Source: an optimization exercise on an open RTL-to-GDS flow (aim: a short achievable clock period and few clock cycles). Production flows keep margins and buffers that such runs may drop.
Only simulation tests tie the RTL to the original design; equivalence was not proved.
Power and IR drop assume default switching activity.

==> module rd_pre3n, before the edit <==
module rd_pre3n (
  input  logic [2:0] a,
  input  logic       off,
  output logic [7:0] y_n
);
  logic [3:0] h;
  logic [1:0] t;
  rd_pre2e hi_i (.a(a[2:1]), .off(off), .y(h));
  rd_pre1  lo_i (.a(a[0]), .y(t));
  for (genvar i = 0; i < 8; i++) begin : g_y
    rd_nand2 u (.a(h[i / 2]), .b(t[i % 2]), .y(y_n[i]));
  end
endmodule
==> module rd_pre2e, before the edit <==
module rd_pre2e (
  input  logic [1:0] a,
  input  logic       off,
  output logic [3:0] y
);
  always_comb begin
    for (int i = 0; i < 4; i++) begin
      y[i] = !off && a == 2'(i);
    end
  end
endmodule
==> module rd_pre1, before the edit <==
module rd_pre1 (
  input  logic       a,
  output logic [1:0] y
);
  assign y = {a, !a};
endmodule
==> module rd_nand2, before the edit <==
module rd_nand2 (
  input  logic a,
  input  logic b,
  output logic y
);
  assign y = !(a && b);
endmodule
clock: 5.0 ns
lec_check: 0
cap_margin: 20
cell_pad_in_sites_detail_placement: 0
cell_pad_in_sites_global_placement: 1
core_area: 5 5 495 515
die_area: 0 0 500 520
place_density: 0.65
setup_slack_margin: 1.2
slew_margin: 20
synth_hierarchical: 1
synth_memory_max_bits: 16384
standard.sh (not shown) runs the stock make flow with config.mk's settings and CLKGATE_MAP_FILE= SYNTH_SCRIPT=/design/flow/synth_recipe.tcl, a recipe that flattens the netlist after the stock synthesis.
==> flow/flow/run.sh <==
#!/bin/bash
# Standard layout, except that after the floorplan the scratch memory's
# flip-flops are placed in bit-slice blocks (flow/array.tcl) and fixed there,
# so that each bit's read multiplexer stays local, and the port buffers start
# as buf_4 (resized later as usual). Each step's output goes to a log file
# of its own in this folder.
set -euo pipefail
bash standard.sh synth floorplan > 1_synth_floorplan.log 2>&1
ODB_FILE="orfs/results/${FLOW_PLATFORM}/soc_top/base/2_floorplan.odb" \
  openroad -no_init -exit flow/array.tcl > 2_array_place.log 2>&1
BUFFER_PORTS_ARGS="-buffer_cell sky130_fd_sc_hd__buf_4" bash standard.sh > 3_place_to_finish.log 2>&1
Other scripts of this flow, unchanged in this note and not shown: flow/flow/array.tcl
Testbench counts at the start, summed over its fixed seeds: cycles 4,800.
Then changed:
--- a/flow/design.v
+++ b/flow/design.v
@@ -273,42 +273,16 @@
 module rd_pre3n (
   input  logic [2:0] a,
   input  logic       off,
   output logic [7:0] y_n
 );
-  logic [3:0] h;
-  logic [1:0] t;
-  rd_pre2e hi_i (.a(a[2:1]), .off(off), .y(h));
-  rd_pre1  lo_i (.a(a[0]), .y(t));
-  for (genvar i = 0; i < 8; i++) begin : g_y
-    rd_nand2 u (.a(h[i / 2]), .b(t[i % 2]), .y(y_n[i]));
-  end
-endmodule
-module rd_pre2e (
-  input  logic [1:0] a,
-  input  logic       off,
-  output logic [3:0] y
-);
   always_comb begin
-    for (int i = 0; i < 4; i++) begin
-      y[i] = !off && a == 2'(i);
+    for (int i = 0; i < 8; i++) begin
+      y_n[i] = !(!off && a == 3'(i));
     end
   end
 endmodule
-module rd_pre1 (
-  input  logic       a,
-  output logic [1:0] y
-);
-  assign y = {a, !a};
-endmodule
-module rd_nand2 (
-  input  logic a,
-  input  logic b,
-  output logic y
-);
-  assign y = !(a && b);
-endmodule
 module rd_tree (
   input  logic [MEM_WORDS-1:0] d,
   input  logic [7:0]           sa,
   input  logic [7:0]           sb_n,
   output logic                 y
Synthesized area goes up by 0.32%.
Die area stays the same.
Count of clock-buffer cells in the layout does not change.
Via count came out higher by 0.54%.
Worst hold slack degrades by 0.019 ns.
Clock skew hardly moves.
Total power came out higher by 0.53%.
Synthesized cell count decreases by 4.2%.
Worst setup slack loses 0.12 ns.
Fmax went down by 2.8%.
Routed wire length increases by 2.5%.
Flip-flop and latch count is unchanged.
Final cell count shrinks by 1.7%.
Cell area goes up by 0.57%.
Testbench counts after the change, summed over its fixed seeds: cycles 4,800.

--- another note on this design; it stands on its own ---

==> flow/design.v (excerpt) <==
module soc_top (
  input  logic              clock,
  input  logic              rst_n,
  input  logic              wb_cyc,
  input  logic              wb_stb,
  input  logic              wb_we,
  input  logic [ADDR_W-1:0] wb_adr,
  input  logic [DATA_W-1:0] wb_wdata,
  output logic [DATA_W-1:0] wb_rdata,
  output logic              wb_ack,
  output logic              wb_err,
  output logic              tx,
  input  logic              rx,
  output logic              irq
);
For scale: ~3400 cells after synthesis, about 90 I/O pins.
clock: 5.0 ns
lec_check: 0
cap_margin: 20
cell_pad_in_sites_detail_placement: 0
cell_pad_in_sites_global_placement: 0
core_margin: 2
core_utilization: 70
place_density: 0.8
setup_slack_margin: 1.2
slew_margin: 20
synth_memory_max_bits: 16384
run.sh (not shown) runs the stock make flow with config.mk's settings and CLKGATE_MAP_FILE= SYNTH_SCRIPT=/design/flow/synth_recipe.tcl, a recipe that flattens the netlist after the stock synthesis.
Testbench counts at the start, summed over its fixed seeds: cycles 4,800.
Change:
--- a/flow/config.mk
+++ b/flow/config.mk
@@ -8,8 +8,8 @@
 export CAP_MARGIN = 20
-export CELL_PAD_IN_SITES_DETAIL_PLACEMENT = 0
-export CELL_PAD_IN_SITES_GLOBAL_PLACEMENT = 0
+export CELL_PAD_IN_SITES_DETAIL_PLACEMENT = 2
+export CELL_PAD_IN_SITES_GLOBAL_PLACEMENT = 2
 export CORE_MARGIN = 2
-export CORE_UTILIZATION = 70
-export PLACE_DENSITY = 0.8
-export SETUP_SLACK_MARGIN = 1.2
+export CORE_UTILIZATION = 30
+export PLACE_DENSITY = 0.4
+export SETUP_SLACK_MARGIN = 2.0
 export SLEW_MARGIN = 20
The changed run completed with no timing, DRC or antenna violations.
Area after synthesis is unchanged.
Sequential power barely changes.
Clock skew hardly moves.

-- port drivers added, routing unchanged --
The results above use ideal ports. As a check the final layouts listed here were re-extracted and re-timed, cells and wires unchanged. Step 1 sets driving cells, clkbuf_16 on the clock port and buf_2 on the other inputs (assumed; they add their load-dependent delay and slew). Step 2 also shifts input and output timing later by t, the mid clock arrival at the registers, as if the neighbouring blocks saw the same clock. Three values: ideal ports, drivers, drivers and shift; two values: the first two.
run	shift t [ns]	setup slack, ns	worst setup path after step 2	worst slew at a driven data input, ns
the first run of note 1	0.887	0.889 / 0.517 / 0.517	input to output	0.74
the second run of note 1	0.897	0.769 / 0.232 / 0.232	input to output	0.74
the first run of note 2	0.910	0.483 / 0.296 / 0.272	input to register	0.22
the second run of note 2	0.957	0.553 / 0.223 / 0.223	input to output	0.37
After both steps setup and hold are still met in every run listed. For the second run of note 1, which loses most, drivers alone change the setup slack by -0.537 ns; drivers and shift together by -0.537 ns.
